Context: an optimization exercise on an open-source flow, tuned for small area. The choices shown serve that exercise and are no tape-out recipe.
Function was checked by simulation only, so behaviour that the tests miss may differ from the original.
No activity file was given, so power comes from the tool's default toggle rates.

<file path="flow/flow/run.sh">
#!/bin/bash
set -e
export BUFFER_PORTS_ARGS="-buffer_cell sky130_fd_sc_hd__buf_1"
export CTS_ARGS="-sink_clustering_enable -repair_clock_nets -dont_use_dummy_load -buf_list sky130_fd_sc_hd__clkbuf_8 -sink_clustering_size 16"
bash standard.sh > standard.log 2>&1
</file>
<file path="flow/standard.sh">
#!/bin/bash
# synth_recipe.tcl (not shown) runs the flow's synth.tcl, then flattens the netlist and writes it again
# the make line also repeats each setting of config.mk as NAME=value (left out here)
make -C /OpenROAD-flow-scripts/flow DESIGN_CONFIG=/design/flow/config.mk WORK_HOME=/design/flow/orfs CLKGATE_MAP_FILE= SYNTH_SCRIPT=/design/flow/synth_recipe.tcl "${@:-finish}"
</file>
<file path="flow/config.mk">
export PLATFORM = sky130hd
export DESIGN_NAME = reg_file_32x32
export DESIGN_NICKNAME = reg_file_32x32
export VERILOG_FILES = /design/flow/design.v
export SDC_FILE = /design/flow/constraint.sdc
export NUM_CORES = 4
export LEC_CHECK = 0
export CAP_MARGIN = 20
export CORE_MARGIN = 2
export CORE_UTILIZATION = 50
export SLEW_MARGIN = 20
export SYNTH_HIERARCHICAL = 1
</file>
<file path="flow/constraint.sdc">
create_clock -name core_clock -period 8.0 [get_ports {clk}]
set_input_delay 1.6000 -clock core_clock [delete_from_list [all_inputs] [get_ports {clk}]]
set_output_delay 1.6000 -clock core_clock [all_outputs]
set_load 0.01 [all_outputs]
</file>
<file path="flow/design.v">
module rf_wbit (
    input  logic s,
    input  logic h,
    input  logic w,
    input  logic q,
    output logic d
);
    assign d = (s & w) | (h & q);
endmodule
module rf_nor2 (
    input  logic a,
    input  logic b,
    output logic y
);
    assign y = !(a | b);
endmodule
module rf_nand2 (
    input  logic a,
    input  logic b,
    output logic y
);
    assign y = !(a & b);
endmodule
module rf_and3 (
    input  logic a,
    input  logic b,
    input  logic c,
    output logic y
);
    assign y = a & b & c;
endmodule
module rf_aoi222 (
    input  logic [2:0] s,
    input  logic [2:0] d,
    output logic       y_n
);
    assign y_n = !(|(s & d));
endmodule
module rf_nand4 (
    input  logic [3:0] a,
    output logic       y
);
    assign y = !(&a);
endmodule
module rf_or3 (
    input  logic [2:0] a,
    output logic       y
);
    assign y = |a;
endmodule
module rf_rbit (
    input  logic [31:0] s,
    input  logic [31:0] d,
    output logic        y
);
    logic [11:0] t_n;
    logic [2:0]  g;
    for (genvar k = 0; k < 10; k++) begin : g_aoi
        rf_aoi222 u_a (.s(s[3*k+2:3*k]), .d(d[3*k+2:3*k]), .y_n(t_n[k]));
    end
    rf_nand2 u_t10 (.a(s[30]), .b(d[30]), .y(t_n[10]));
    rf_nand2 u_t11 (.a(s[31]), .b(d[31]), .y(t_n[11]));
    for (genvar k = 0; k < 3; k++) begin : g_nand
        rf_nand4 u_n (.a(t_n[4*k+3:4*k]), .y(g[k]));
    end
    rf_or3 u_o (.a(g), .y(y));
endmodule
module reg_file_32x32 #(
    parameter int DATA_W = 32,
    parameter int ADDR_W = 5
) (
    input  logic              clk,
    input  logic              rst_n,
    input  logic              we,
    input  logic [ADDR_W-1:0] waddr,
    input  logic [DATA_W-1:0] wdata,
    input  logic [ADDR_W-1:0] raddr1,
    output logic [DATA_W-1:0] rdata1,
    input  logic [ADDR_W-1:0] raddr2,
    output logic [DATA_W-1:0] rdata2,
    output logic [15:0]       wr_cnt
);
    localparam int NREG = 32;
    logic [DATA_W-1:0] regs [NREG];
    logic [DATA_W-1:0] regs_d [NREG];
    logic [NREG-1:0]   wsel;
    logic [NREG-1:0]   whold;
    logic [NREG-1:0]   valid;
    logic              wr_commit;
    assign wr_commit = we && (waddr != '0);
    logic [3:0] wlo, wlo_n;
    logic [7:0] whi, whi_n;
    always_comb begin
        for (int k = 0; k < 4; k++) begin
            wlo[k]   = we && (waddr[1:0] == 2'(k));
            wlo_n[k] = !wlo[k];
        end
        for (int j = 0; j < 8; j++) begin
            whi[j]   = (waddr[4:2] == 3'(j));
            whi_n[j] = !whi[j];
        end
    end
    logic byp1, byp2;
    assign byp1 = rst_n && wr_commit && (raddr1 == waddr);
    assign byp2 = rst_n && wr_commit && (raddr2 == waddr);
    logic [3:0] r1lo, r2lo;
    logic [7:0] r1hi, r2hi;
    always_comb begin
        for (int k = 0; k < 4; k++) begin
            r1lo[k] = rst_n && !byp1 && (raddr1[1:0] == 2'(k));
            r2lo[k] = rst_n && !byp2 && (raddr2[1:0] == 2'(k));
        end
        for (int j = 0; j < 8; j++) begin
            r1hi[j] = (raddr1[4:2] == 3'(j));
            r2hi[j] = (raddr2[4:2] == 3'(j));
        end
    end
    logic [NREG-1:0] rs1, rs2;
    assign rs1[0] = byp1;
    assign rs2[0] = byp2;
    assign wsel[0]  = 1'b0;
    assign whold[0] = 1'b1;
    assign valid[0] = 1'b0;
    assign regs[0]  = '0;
    assign regs_d[0] = '0;
    for (genvar i = 1; i < NREG; i++) begin : g_reg
        rf_nor2  u_ws (.a(wlo_n[i % 4]), .b(whi_n[i / 4]), .y(wsel[i]));
        rf_nand2 u_wh (.a(wlo[i % 4]),   .b(whi[i / 4]),   .y(whold[i]));
        rf_and3  u_r1 (.a(r1lo[i % 4]), .b(r1hi[i / 4]), .c(valid[i]), .y(rs1[i]));
        rf_and3  u_r2 (.a(r2lo[i % 4]), .b(r2hi[i / 4]), .c(valid[i]), .y(rs2[i]));
        for (genvar b = 0; b < DATA_W; b++) begin : g_bit
            rf_wbit u_w (.s(wsel[i]), .h(whold[i]), .w(wdata[b]), .q(regs[i][b]), .d(regs_d[i][b]));
        end
        always_ff @(posedge clk) begin
            regs[i] <= regs_d[i];
        end
        always_ff @(posedge clk or negedge rst_n) begin
            if (!rst_n) begin
                valid[i] <= 1'b0;
            end else if (wsel[i]) begin
                valid[i] <= 1'b1;
            end
        end
    end
    always_ff @(posedge clk or negedge rst_n) begin
        if (!rst_n) begin
            wr_cnt <= '0;
        end else if (wr_commit) begin
            wr_cnt <= wr_cnt + 16'd1;
        end
    end
    for (genvar b = 0; b < DATA_W; b++) begin : g_rd
        logic [NREG-1:0] col;
        always_comb begin
            col[0] = wdata[b];
            for (int i = 1; i < NREG; i++) col[i] = regs[i][b];
        end
        rf_rbit u_r1 (.s(rs1), .d(col), .y(rdata1[b]));
        rf_rbit u_r2 (.s(rs2), .d(col), .y(rdata2[b]));
    end
endmodule
</file>
==> impl_results.rst, run 1 <==
.. list-table::
   :header-rows: 1

   * - Metric
     - Value
   * - Switching share of power
     - roughly 28%
   * - Number of sinks on the clock net
     - around 1000
   * - Die Outline Area
     - about 0.082 mm^2
   * - Final standard cell count with taps included and fillers excluded
     - between 4000 and 5000
   * - Critical path launch point type
     - input pin
   * - Net count of the finished layout
     - 3834
   * - Setup slack of the most critical reg-to-reg path
     - roughly 6.3 ns
   * - I/O pin count
     - 130
   * - Number of design rule violations left after detail routing
     - 0
   * - Worst R2R Start
     - wr_cnt[2]$_DFFE_PN0P_
   * - Number of buffers on the longest clock path
     - 3
   * - Launch point of the critical path
     - waddr[2]
   * - Die Width
     - between 200 and 300 um
   * - Reg2reg path depth
     - 4
   * - Tightest Hold Check Type
     - flip-flop to flip-flop
   * - Core box area
     - between 0.07 and 0.08 mm^2
   * - Delay-heaviest family, CP
     - simple AND/OR/NAND/NOR gates
   * - Clock share of power
     - between 30 and 40%
   * - Die Height
     - approximately 290 um
   * - Fill cell count
     - approximately 6600
   * - Buffer count from post-CTS setup fixing
     - 0
   * - Slew at the pin with the worst max-slew slack
     - about 1.3 ns
   * - Via/cell ratio
     - just under 9
   * - Final core occ
     - 57.7%
   * - Internal cell power
     - between 8 and 9 mW
   * - Synth Net Count
     - 3400
   * - Clock transition at the registers of the reported paths
     - approximately 0.040 ns
   * - Post-cts sizing count
     - 0
   * - Mean cell area of the mapped netlist
     - roughly 12 um^2
   * - Number of placed cells counting well taps
     - approximately 4700
   * - Power density over the cells
     - about 270 mW/mm^2
   * - Number of distinct library cell variants in the gate-level netlist after synthesis
     - 33
   * - Most frequent cells in the layout
     - sky130_fd_sc_hd__a22o_1 (992), sky130_fd_sc_hd__dfxtp_1 (992), sky130_fd_sc_hd__a222oi_1 (640), sky130_fd_sc_hd__nand4_1 (197), sky130_fd_sc_hd__nand2_1 (180)
   * - Final weighted congestion in routability-driven placement
     - 0.956
   * - Arrival @ worst endpoint
     - approximately 5.5 ns
   * - Worst stage delay on the critical path
     - 0.58 ns
   * - Via count of the first global-routing pass
     - approximately 41000
   * - Number of rows created at floorplan
     - around 100
   * - End of the worst register-to-register path
     - wr_cnt[14]$_DFFE_PN0P_
   * - Final Max Tran Viols
     - 0
   * - WHS Path Cells
     - 1
   * - Static leakage power
     - 18.4 nW
   * - Worst relative slew slack
     - 11.3%
   * - VDD IR-drop max
     - 0.000166 V
   * - Effective utilization at floorplan
     - between 50 and 60%
   * - Number of buffer cells added on primary ports
     - 129
   * - Proportion of synthesized flip-flops having asynchronous set or reset
     - under 10%
   * - Net Sw Power
     - ~3.5 mW
   * - Wire length of the first global-routing pass
     - between 200000 and 300000 um
   * - Worst clock skew on the final layout
     - between 0.03 and 0.04 ns
   * - Wirelength, routed
     - between 200000 and 250000 um
   * - Initial antenna violation count
     - 10
   * - Multi-input combinational cell area
     - roughly 0.019 mm^2
   * - Pin count of the biggest net entering global routing
     - 34
   * - Final period utilization
     - 88.6%
   * - Critical path capture point
     - rdata1[1]
   * - Post-detailed-route wirelength per cell
     - 42.0 um
   * - GRT Util Overall
     - about 47%
   * - Grt ovf
     - 0
   * - RSZ-0062 raised after global routing
     - no
   * - Fraction of layout cells with a size suffix above 1
     - 11.2%
   * - Critical path, cell by cell
     - buf_1 -> or3_4 -> o31ai_4 -> buf_4 -> nor3_2 -> nor3_1 -> buf_4 -> and3_1 -> buf_4 -> a222oi_1 -> nand4_1 -> or3_1 -> buf_1
   * - Count of final hold-check violations
     - 0
   * - Via count
     - about 42000
   * - Setup CP Type
     - input pin to output pin
   * - Fmax achieved
     - around 140 MHz
   * - Max-cap violation count
     - 0
   * - Warnings, synthesis
     - 11
   * - Total CTS buffers
     - 171
   * - Data required time of the critical path
     - approximately 6.4 ns
   * - Mapped cell area
     - 0.0399 mm^2
   * - Growth of design area from synthesis to finish
     - 14.2%
   * - Post-route antenna net violation count
     - 0
   * - Detailed placement HPWL
     - 110000 um
   * - Stages on worst setup path
     - 13
   * - Drt first-iter violations
     - 9388
   * - Nature of the critical path endpoint
     - output pin
   * - Number of enable flip-flop cells after synthesis
     - 0
   * - Crit path time final
     - between 7 and 8 ns
   * - Critical path's slowest cell
     - sky130_fd_sc_hd__or3_1
   * - Top flip-flop cell by instance count after synthesis
     - sky130_fd_sc_hd__dfxtp_1
   * - Detailed Routing Iterations Pass 1
     - 11
   * - Most Frequent Cell on Critical Path
     - sky130_fd_sc_hd__buf_4
   * - Storage cell area
     - approximately 0.021 mm^2
   * - Total of flip-flops plus latches after synthesis
     - 1039
   * - Synthesized instance count
     - 3349
   * - Largest fanout on the critical path
     - 23
   * - Comb power frac
     - 11.6%
   * - Relative contribution of sequential cells to total power
     - ~57%
   * - Result of the run
     - no timing/DRC/antenna violations
   * - Count of hold buffers inserted by post-cts repair
     - 0
   * - Summed negative setup slack over all endpoints
     - 0 ns
   * - CTS Root Cell
     - sky130_fd_sc_hd__clkbuf_8
   * - Hold Slack
     - approximately 0.48 ns
   * - Portion of the post-synthesis area used by sequential elements
     - between 50% and 60%
   * - Final setup vio count
     - 0
   * - TritonCTS clock tree
     - yes
   * - # H-tree levels
     - 4
   * - Worst Path Buf+Inv
     - 5
   * - Later-pin clock latency in the skew report
     - 0.81 ns
==> metal layers <==
metal,track usage (%),part of all wire [%],vias to the layer above
met5,0.291,0.024,-
met4,37.4,9.2,4
met2,65.9,40,4439
met3,17.8,16,1168
li1,-,-,16100
met1,58.3,35,20200
==> modules after synthesis (local to each module, per instance), a selection <==
module | cells inside | times used | flip-flops and latches | cell area (um^2)
rf_wbit | 1 | 992 | 0 | 8.76
rf_nand2 | 1 | 159 | 0 | 3.75
rf_and3 | 1 | 62 | 0 | 6.26
rf_nor2 | 1 | 31 | 0 | 3.75
rf_aoi222 | 1 | 640 | 0 | 10.0
reg_file_32x32 | 1209 | 1 | 1039 | 22100
rf_or3 | 1 | 64 | 0 | 6.26
rf_nand4 | 1 | 192 | 0 | 6.26
==> power by group through the flow <==
stage               sequential (mW)  combinational (mW)  clock, mW
floorplan                      6.90               0.960          0
global placement               7.03                1.32          0
detailed placement             7.11                1.39          0
CTS                            7.03                1.39       3.84
global route                   7.18                1.51       4.07
finish                         7.08                1.43       3.85
==> through the flow <==
stage	power, mW	cell area, um^2	setup WS [ns]
finish	12.4	45600	0.912
global route	12.8	45500	0.880
CTS	12.3	45500	1.06
detailed placement	8.49	43100	1.06
global placement	8.36	43000	1.14
floorplan	7.86	39900	1.21
==> logic make-up after synthesis <==
kind of cell,count (synthesis),share of synthesized area [%]
XOR/XNOR,25,0.549
AND/OR/NAND/NOR,624,8.55
buffers and inverters,25,0.263
adder cells (fa/ha/maj),1,0.0313
AO/OA/AOI/OAI,1635,37.9
flip-flops,1039,52.7
==> synthesized netlist by cell type (all sizes together) (8+ instances only) <==
cell	number	area share [%]
a222oi	640	16
a22o	992	22
and3	64	1.0
clkbuf	8	0.075
dfrtp	47	2.9
dfxtp	992	50
inv	13	0.12
nand2	180	1.7
nand3	8	0.10
nand4	197	3.1
nor2	36	0.34
nor3	10	0.15
nor3b	8	0.15
nor4	8	0.13
or2	33	0.52
or3	65	1.0
xnor2	17	0.37
xor2	8	0.18
==> area by class of cell <==
| cell class | count | share of cell area [%] |
|---|---|---|
| well taps | 1050 | 2.88 |
| multi-input cells | 2285 | 41.9 |
| diodes | 8 | 0.0439 |
| repair buffers | 273 | 3.75 |
| flip-flops and latches | 1039 | 46.2 |
| clock buffers | 171 | 5.17 |
| inverters | 13 | 0.107 |
==> sequential cells by signal (all words and copies together) (netlist names) <==
name,cells
regs,992
valid,31
wr_cnt,16
==> how the worst min path moves through the flow <==
stage | startpoint | to | slack [ns]
2_1_floorplan | valid[10]$_DFFE_PN0P_ | valid[10]$_DFFE_PN0P_ | 0.45
3_3_place_gp | wr_cnt[15]$_DFFE_PN0P_ | wr_cnt[15]$_DFFE_PN0P_ | 0.46
3_5_place_dp | wr_cnt[15]$_DFFE_PN0P_ | wr_cnt[15]$_DFFE_PN0P_ | 0.47
4_1_cts | wr_cnt[15]$_DFFE_PN0P_ | wr_cnt[15]$_DFFE_PN0P_ | 0.48
5_1_grt | wr_cnt[15]$_DFFE_PN0P_ | wr_cnt[15]$_DFFE_PN0P_ | 0.49
6_report | wr_cnt[15]$_DFFE_PN0P_ | wr_cnt[15]$_DFFE_PN0P_ | 0.48
==> run 2, diff against run 1 <==
==> flow/flow/run.sh (replaced) <==
#!/bin/bash
set -e
export BUFFER_PORTS_ARGS="-buffer_cell sky130_fd_sc_hd__buf_1"
export CTS_ARGS="-sink_clustering_enable -repair_clock_nets -dont_use_dummy_load -buf_list sky130_fd_sc_hd__clkbuf_8 -sink_clustering_size 16 -sink_clustering_max_diameter 60"
bash standard.sh > standard.log 2>&1
==> run 2 against run 1 <==
Against the previous run:
- critical endpoint is now rdata2[1]
- maximum frequency shrank 2.2%
- largest cell class unchanged
- cell count down 1.8%
- wire length down 0.64%
- final area shrank 2.6%
- synthesized cell count unchanged
- total power fell by 9.3%
- synthesized area is the same
- core utilization fell by 1.5 points
- first-iteration DRC count rose by 0.88%
- clock skew shrank 0.012 ns
- combinational power is essentially flat
- worst hold slack got worse by 0.0067 ns
==> impl_results.rst, run 2 <==
.. list-table::
   :header-rows: 1

   * - Metric
     - Value
   * - Result of the run
     - no timing/DRC/antenna violations
   * - Switching share of power
     - 29.1%
   * - Arrival @ worst endpoint
     - about 5.7 ns
   * - Net Sw Power
     - about 3.3 mW
   * - Fraction of layout cells with a size suffix above 1
     - a little under a tenth
   * - Number of buffers on the longest clock path
     - 3
   * - Most area-hungry cell type in the Yosys netlist
     - sky130_fd_sc_hd__dfxtp_1
   * - Critical path, cell by cell
     - buf_1 -> or3_4 -> o31ai_4 -> buf_4 -> nor3_2 -> nor4b_2 -> and3_1 -> buf_12 -> a222oi_1 -> nand4_1 -> or3_1 -> buf_1
   * - Count of final hold-check violations
     - 0
   * - Register ranked first by flip-flop count
     - regs
   * - Fmax achieved
     - around 140 MHz
   * - Hold Slack
     - 0.477 ns
   * - Static leakage power
     - roughly 18 nW
   * - Growth of design area from synthesis to finish
     - 11.2%
   * - Top flip-flop cell by instance count after synthesis
     - sky130_fd_sc_hd__dfxtp_1
   * - Worst relative slew slack
     - 12.3%
   * - Delay-heaviest family, CP
     - simple AND/OR/NAND/NOR gates
   * - Warnings, synthesis
     - 11
   * - I/O pin count
     - between 100 and 150
   * - Area share of the largest cell type after synthesis
     - around 50%
   * - Via count of the first global-routing pass
     - around 40000
   * - Relative contribution of sequential cells to total power
     - a little over three fifths
   * - VDD IR-drop max
     - 0.000174 V
   * - Pin count of the biggest net entering global routing
     - 34
   * - Grt ovf
     - 0
   * - Mean cell area of the mapped netlist
     - 11.9 um^2
   * - Comb power frac
     - approximately 13%
   * - Count of hold buffers inserted by post-cts repair
     - 0
   * - Most frequent cells in the layout
     - sky130_fd_sc_hd__a22o_1 (992), sky130_fd_sc_hd__dfxtp_1 (992), sky130_fd_sc_hd__a222oi_1 (640), sky130_fd_sc_hd__nand4_1 (197), sky130_fd_sc_hd__nand2_1 (180)
   * - Buffer count from post-CTS setup fixing
     - 0
   * - Worst Path Buf+Inv
     - 4
   * - Mapped cell area
     - roughly 0.04 mm^2
   * - Number of rows created at floorplan
     - 103
   * - Post-route antenna net violation count
     - 0
   * - Setup CP Type
     - input pin to output pin
   * - Later-pin clock latency in the skew report
     - roughly 0.75 ns
   * - Internal cell power
     - ~7.9 mW
   * - Detailed Routing Iterations Pass 1
     - 14
   * - Number of enable flip-flop cells after synthesis
     - 0
   * - Max-cap violation count
     - 0
   * - Effective utilization at floorplan
     - around half
   * - Synthesized instance count
     - around 3300
   * - Number of sinks on the clock net
     - just over 1000
   * - Clock transition at the registers of the reported paths
     - about 0.040 ns
   * - Initial antenna violation count
     - 10
   * - GRT Util Overall
     - ~47%
   * - Max reg flops
     - between 900 and 1000
   * - Net count of the finished layout
     - ~3700
   * - Top Registers
     - regs x992, valid x31, wr_cnt x16
   * - Final setup vio count
     - 0
   * - TritonCTS clock tree
     - yes
   * - Fill cell count
     - 6635
   * - Number of distinct library cell variants in the gate-level netlist after synthesis
     - 33
   * - Largest fanout on the critical path
     - 26
   * - CTS Root Cell
     - sky130_fd_sc_hd__clkbuf_8
   * - Worst stage delay on the critical path
     - 0.79 ns
   * - Summed negative setup slack over all endpoints
     - 0 ns
   * - Via count
     - 41300
   * - Data required time of the critical path
     - ~6.4 ns
   * - Die Height
     - 287 um
   * - Most frequent cells after synthesis
     - sky130_fd_sc_hd__a22o_1 (992), sky130_fd_sc_hd__dfxtp_1 (992), sky130_fd_sc_hd__a222oi_1 (640)
   * - Drt first-iter violations
     - 9471
   * - RSZ-0062 raised after global routing
     - no
   * - Critical path launch point type
     - input pin
   * - Post-cts sizing count
     - 0
   * - Wirelength, routed
     - a little over 200000 um
   * - Power density over the cells
     - ~250 mW/mm^2
   * - Slew at the pin with the worst max-slew slack
     - between 1 and 1.5 ns
   * - Die Width
     - roughly 290 um
   * - Clock share of power
     - between 20% and 30%
   * - Total of flip-flops plus latches after synthesis
     - between 1000 and 1500
   * - Worst clock skew on the final layout
     - 0.0234 ns
   * - Core box area
     - 0.0790 mm^2
   * - Number of design rule violations left after detail routing
     - 0
   * - Number of buffer cells added on primary ports
     - ~130
   * - Synth Net Count
     - 3400
   * - Nature of the critical path endpoint
     - output pin
   * - Most Frequent Cell on Critical Path
     - sky130_fd_sc_hd__buf_1
   * - Portion of the post-synthesis area used by sequential elements
     - 52.7%
   * - Detailed placement HPWL
     - between 100000 and 150000 um
   * - Crit path time final
     - between 7 and 8 ns
   * - Post-detailed-route wirelength per cell
     - around 42 um
   * - Wire length of the first global-routing pass
     - around 280000 um
   * - Power consumption
     - roughly 11 mW
   * - Final period utilization
     - around 90%
   * - Tightest Hold Check Type
     - flip-flop to flip-flop
   * - Critical path's slowest cell
     - sky130_fd_sc_hd__nor4b_2
   * - Final weighted congestion in routability-driven placement
     - around 0.96
   * - Final core occ
     - a little under three fifths
   * - Cell types with the largest area share after synthesis
     - sky130_fd_sc_hd__dfxtp_1 (50%), sky130_fd_sc_hd__a22o_1 (22%), sky130_fd_sc_hd__a222oi_1 (16%)
   * - Die Outline Area
     - around 0.08 mm^2
   * - Proportion of synthesized flip-flops having asynchronous set or reset
     - under 10%
   * - # H-tree levels
     - 3
   * - Via/cell ratio
     - 8.69
   * - Final Max Tran Viols
     - 0
   * - Total CTS buffers
     - 85
run 2: cell counts after synthesis:
No cell type changed its count.
run 2: per-module statistics from Yosys (local to each module, per instance), excerpt:
module	times used	cell area, um^2
rf_and3	62	6.26
rf_wbit	992	8.76
rf_nand4	192	6.26
rf_or3	64	6.26
reg_file_32x32	1	22100
rf_aoi222	640	10.0
rf_nand2	159	3.75
rf_nor2	31	3.75
run 2: worst paths after layout:
kind	from	to	slack, ns	cells past startpoint
worst min register to register	valid[14]$_DFFE_PN0P_	valid[14]$_DFFE_PN0P_	0.48	1
worst max-delay path	waddr[2]	rdata2[1]	0.75	12
worst min-delay path	valid[14]$_DFFE_PN0P_	valid[14]$_DFFE_PN0P_	0.48	1
worst max register to register	wr_cnt[2]$_DFFE_PN0P_	wr_cnt[14]$_DFFE_PN0P_	6.33	4
max in group asynchronous	rst_n	valid[5]$_DFFE_PN0P_	6.29	2
min in group asynchronous	rst_n	wr_cnt[9]$_DFFE_PN0P_	0.80	1
run 2: cells by family after synthesis:
| family | Yosys count | synth area share [%] |
|---|---|---|
| compound gates | 1635 | 37.9 |
| simple gates | 624 | 8.55 |
| buf+inv | 25 | 0.263 |
| xor+xnor | 25 | 0.549 |
| flops | 1039 | 52.7 |
| fa+ha+maj | 1 | 0.0313 |
run 2: stage by stage:
stage | std cells | area (um^2) | setup WS (ns)
detailed placement | 4658 | 43100 | 1.06
finish | 4752 | 44400 | 0.749
CTS | 4743 | 44300 | 1.06
global route | 4748 | 44400 | 0.789
global placement | 4654 | 43000 | 1.14
floorplan | 3349 | 39900 | 1.21
run 2: power groups by stage:
stage                     sequential (mW)  clock, mW  combinational [mW]
after floorplan                      6.90          0               0.960
after global placement               7.03          0                1.32
after detailed placement             7.11          0                1.39
after CTS                            7.01       2.69                1.39
after global routing                 7.17       2.89                1.51
final                                7.07       2.71                1.43
run 2: cell type report:
cell class                 instances  area (um^2)  area share (%)
sequential                      1039        21000            47.4
antenna                            6         15.0          0.0338
tap                             1050         1310            2.96
inverter                          13         48.8           0.110
clock buffer                      85         1170            2.64
timing repair buffer             274         1730            3.89
multi-input combinational       2285        19100            43.0
run 2: metal layers:
layer  vias up  part of all wire (%)  track usage [%]
met3      1071                    16             17.4
met1     20000                    35             58.2
met5         -                 0.030            0.291
met2      4225                    40             66.6
met4         6                   8.7             34.2
li1      15900                     -                -
==> run 3, diff against run 2 <==
--- a/flow/design.v
+++ b/flow/design.v
@@ -124,12 +124,17 @@
     assign regs[0]  = '0;
     assign regs_d[0] = '0;
     for (genvar i = 1; i < NREG; i++) begin : g_reg
-        rf_nor2  u_ws (.a(wlo_n[i % 4]), .b(whi_n[i / 4]), .y(wsel[i]));
-        rf_nand2 u_wh (.a(wlo[i % 4]),   .b(whi[i / 4]),   .y(whold[i]));
+        logic [1:0] ws, wh;
+        for (genvar h = 0; h < 2; h++) begin : g_half
+            rf_nor2  u_ws (.a(wlo_n[i % 4]), .b(whi_n[i / 4]), .y(ws[h]));
+            rf_nand2 u_wh (.a(wlo[i % 4]),   .b(whi[i / 4]),   .y(wh[h]));
+        end
+        assign wsel[i]  = ws[0];
+        assign whold[i] = wh[0];
         rf_and3  u_r1 (.a(r1lo[i % 4]), .b(r1hi[i / 4]), .c(valid[i]), .y(rs1[i]));
         rf_and3  u_r2 (.a(r2lo[i % 4]), .b(r2hi[i / 4]), .c(valid[i]), .y(rs2[i]));
         for (genvar b = 0; b < DATA_W; b++) begin : g_bit
-            rf_wbit u_w (.s(wsel[i]), .h(whold[i]), .w(wdata[b]), .q(regs[i][b]), .d(regs_d[i][b]));
+            rf_wbit u_w (.s(ws[b / 16]), .h(wh[b / 16]), .w(wdata[b]), .q(regs[i][b]), .d(regs_d[i][b]));
         end
         always_ff @(posedge clk) begin
             regs[i] <= regs_d[i];
==> run 3 against run 2 <==
Against the previous run:
- final area about the same
- critical path type unchanged
- largest cell class unchanged
- non-clock buffer count is 5 higher
- wire length is 7.7% lower
- worst hold slack improved by 0.019 ns
- sequential cell count unchanged
==> impl_results.rst, run 3 <==
.. list-table::
   :header-rows: 1

   * - Metric
     - Value
   * - Result of the run
     - no timing/DRC/antenna violations
   * - Arrival @ worst endpoint
     - between 5 and 6 ns
   * - VDD IR-drop max
     - 0.000184 V
   * - Proportion of synthesized flip-flops having asynchronous set or reset
     - under 10%
   * - Top flip-flop cell by instance count after synthesis
     - sky130_fd_sc_hd__dfxtp_1
   * - Register ranked first by flip-flop count
     - regs
   * - Placed Area
     - 0.0432 mm^2
   * - Top Registers
     - regs x992, valid x31, wr_cnt x16
   * - Pre-CTS setup slack
     - approximately 1.0 ns
   * - Total CTS buffers
     - 83
   * - Number of design rule violations left after detail routing
     - 0
   * - Number of buffer cells added on primary ports
     - 129
   * - Via count of the first global-routing pass
     - 38700
   * - Nature of the critical path endpoint
     - output pin
   * - Die Width
     - roughly 290 um
   * - Number of distinct library cell variants in the gate-level netlist after synthesis
     - 33
   * - Number of enable flip-flop cells after synthesis
     - 0
   * - Number of buffers on the longest clock path
     - 3
   * - Post-detailed-route wirelength per cell
     - between 30 and 40 um
   * - Count of final hold-check violations
     - 0
   * - Initial antenna violation count
     - 10
   * - Die Outline Area
     - 0.0826 mm^2
   * - Final weighted congestion in routability-driven placement
     - a little under 1
   * - Synthesized instance count
     - 3411
   * - Max-cap violation count
     - 0
   * - Grt ovf
     - 0
   * - Minimum setup slack in the final design
     - about 0.71 ns
   * - Static leakage power
     - roughly 18 nW
   * - Final Max Tran Viols
     - 0
   * - Count of hold buffers inserted by post-cts repair
     - 0
   * - Met2 demand-to-capacity share in global routing
     - 61.8%
   * - Effective utilization at floorplan
     - roughly 51%
   * - Fill cell count
     - ~6700
   * - RSZ-0062 raised after global routing
     - no
   * - Met1 capacity usage during global routing
     - a little under three fifths
   * - Synth Net Count
     - 3462
   * - Mean cell area of the mapped netlist
     - approximately 12 um^2
   * - Wirelength, routed
     - approximately 190000 um
   * - I/O pin count
     - 130
   * - Final setup vio count
     - 0
   * - Drt first-iter violations
     - ~9500
   * - # H-tree levels
     - 3
   * - Fmax achieved
     - approximately 140 MHz
   * - Die Height
     - 287 um
   * - CTS Root Cell
     - sky130_fd_sc_hd__clkbuf_8
   * - TritonCTS clock tree
     - yes
   * - Cell types with the largest area share after synthesis
     - sky130_fd_sc_hd__dfxtp_1 (49%), sky130_fd_sc_hd__a22o_1 (22%), sky130_fd_sc_hd__a222oi_1 (16%)
   * - Clock transition at the registers of the reported paths
     - roughly 0.090 ns
   * - Post-cts sizing count
     - 0
   * - Data required time of the critical path
     - ~6.4 ns
   * - Fraction of layout cells with a size suffix above 1
     - 9.20%
   * - Via count
     - 40500
   * - Most frequent cells in the layout
     - sky130_fd_sc_hd__a22o_1 (992), sky130_fd_sc_hd__dfxtp_1 (992), sky130_fd_sc_hd__a222oi_1 (640), sky130_fd_sc_hd__nand2_1 (211), sky130_fd_sc_hd__nand4_1 (197)
   * - Detailed placement HPWL
     - about 110000 um
   * - Area share of the largest cell type after synthesis
     - between 40 and 50%
   * - Power density over the cells
     - ~250 mW/mm^2
   * - Warnings, synthesis
     - 11
   * - Worst clock skew on the final layout
     - slightly above 0.01 ns
   * - Largest fanout on the critical path
     - 32
   * - Mapped cell area
     - ~0.04 mm^2
   * - Final instance area
     - 0.0444 mm^2
   * - Number of rows created at floorplan
     - between 100 and 150
   * - Most frequent cells after synthesis
     - sky130_fd_sc_hd__a22o_1 (992), sky130_fd_sc_hd__dfxtp_1 (992), sky130_fd_sc_hd__a222oi_1 (640)
   * - Met3 usage in global routing
     - about an eighth
   * - Core box area
     - between 0.07 and 0.08 mm^2
   * - Setup CP Type
     - input pin to output pin
   * - Number of sinks on the clock net
     - 1039
   * - Portion of the post-synthesis area used by sequential elements
     - 52.4%
   * - Final period utilization
     - 91.1%
   * - Post-route antenna net violation count
     - 0
   * - Tightest Hold Check Type
     - flip-flop to flip-flop
   * - Slew at the pin with the worst max-slew slack
     - about 1.2 ns
   * - GRT Util Overall
     - a little over two fifths
   * - Detailed Routing Iterations Pass 1
     - 14
   * - Max reg flops
     - 992
   * - Critical path launch point type
     - input pin
   * - Crit path time final
     - ~7.3 ns
   * - Worst relative slew slack
     - ~17%
   * - Pin count of the biggest net entering global routing
     - 48
   * - Growth of design area from synthesis to finish
     - 10.6%
   * - Summed negative setup slack over all endpoints
     - 0 ns
   * - Setup slack of the most critical reg-to-reg path
     - ~6.5 ns
   * - Wire length of the first global-routing pass
     - between 200000 and 300000 um
   * - Most congested layer reported by global routing
     - met2
   * - Via/cell ratio
     - between 8 and 9
   * - Net count of the finished layout
     - roughly 3800
   * - Later-pin clock latency in the skew report
     - just over 0.7 ns
   * - Most area-hungry cell type in the Yosys netlist
     - sky130_fd_sc_hd__dfxtp_1
   * - Total of flip-flops plus latches after synthesis
     - 1039
   * - Buffer count from post-CTS setup fixing
     - 0
==> run 3: metrics by stage <==
step / hold slack, ns / util (%) / std cells / total power, mW
after floorplan: 0.448 / - / 3411 / 7.87
after global placement: 0.460 / 54.5 / 4728 / 8.39
after detailed placement: 0.473 / 54.5 / 4728 / 8.51
after CTS: 0.497 / 56.0 / 4811 / 11.1
after global routing: 0.509 / 56.0 / 4813 / 11.5
final: 0.496 / 56.0 / 4820 / 11.2
==> run 3: cells by family after synthesis <==
kind of cell,share of synthesized area (%)
adders and majority gates,0.0312
AOI/OAI and AO/OA,37.7
buffers and inverters,0.262
and+or+nand+nor,9.08
xor gates and xnor gates,0.545
DFF,52.4
==> run 3: layout make-up <==
class | instances | area, um^2 | share of cell area [%]
clock buffer | 83 | 1140 | 2.57
antenna | 9 | 22.5 | 0.0507
inverter | 13 | 48.8 | 0.110
tap | 1050 | 1310 | 2.96
sequential | 1039 | 21000 | 47.4
timing repair buffer | 279 | 1710 | 3.86
multi-input combinational | 2347 | 19100 | 43.1
==> run 3: worst paths after layout <==
path	start	endpoint	cells past startpoint
worst max-delay path	waddr[4]	rdata1[28]	13
worst min-delay path	wr_cnt[15]$_DFFE_PN0P_	wr_cnt[15]$_DFFE_PN0P_	1
worst max register to register	wr_cnt[2]$_DFFE_PN0P_	wr_cnt[13]$_DFFE_PN0P_	4
worst min register to register	wr_cnt[15]$_DFFE_PN0P_	wr_cnt[15]$_DFFE_PN0P_	1
max in group asynchronous	rst_n	valid[18]$_DFFE_PN0P_	2
min in group asynchronous	rst_n	wr_cnt[8]$_DFFE_PN0P_	2
==> run 3: critical path: stages <==
cell and delay, ns:
sky130_fd_sc_hd__buf_1 0.18, sky130_fd_sc_hd__buf_4 0.22, sky130_fd_sc_hd__or3_4 0.44, sky130_fd_sc_hd__o31ai_4 0.19, sky130_fd_sc_hd__buf_4 0.25, sky130_fd_sc_hd__nor3_2 0.10, sky130_fd_sc_hd__nor4b_2 0.83, sky130_fd_sc_hd__and3_1 0.29
sky130_fd_sc_hd__buf_4 0.53, sky130_fd_sc_hd__a222oi_1 0.16, sky130_fd_sc_hd__nand4_1 0.36, sky130_fd_sc_hd__or3_1 0.30, sky130_fd_sc_hd__buf_1 0.19
==> run 3: per-module statistics from Yosys, one instance, submodules excluded, a selection <==
module	area, um^2	cells inside
rf_nand2	3.75	1
rf_nor2	3.75	1
reg_file_32x32	22100	1209
rf_and3	6.26	1
rf_aoi222	10.0	1
rf_or3	6.26	1
rf_wbit	8.76	1
rf_nand4	6.26	1
==> run 3: power by group <==
group / switching (mW) / leakage (nW) / internal, mW
Sequential: 0.863 / 8.81 / 6.21
Clock: 1.72 / 0.597 / 0.929
Combinational: 0.650 / 8.50 / 0.777
Total: 3.23 / 17.9 / 7.92
==> run 3: routing by layer <==
layer  up-vias  part of all wire, %
met4         6                  7.8
li1      16200                    -
met1     19500                   36
met5         -                0.020
met3       826                   15
met2      4011                   41

-- afterwards: timing with drivers on the ports --
The flow's constraints put no driver on any port. The routed layouts listed below were extracted and timed again, unchanged, in two steps. Step 1 (the two cells are an assumption about what drives the block):
set clk [get_ports {clk}]
set_driving_cell -lib_cell sky130_fd_sc_hd__clkbuf_16 $clk
set_driving_cell -lib_cell sky130_fd_sc_hd__buf_2 [delete_from_list [all_inputs] $clk]
Step 2, shift: input delay + t, output delay - t, t = (earliest + latest rising clock arrival at the registers) / 2. This alone moves slack from input paths to output paths. Three values: ideal, step 1, step 2; two values: the first two.
run | t, ns | slack for setup (ns) | worst setup path at the end
run 1 | 0.896 | 0.912 / 0.882 / 0.882 | input to output
run 2 | 0.804 | 0.749 / 0.730 / 0.730 | input to output
run 3 | 0.784 | 0.714 / 0.689 / 0.689 | input to output
After both steps setup and hold are still met in every run listed. For run 1, which loses most, drivers alone change the setup slack by -0.030 ns; drivers and shift together by -0.030 ns.
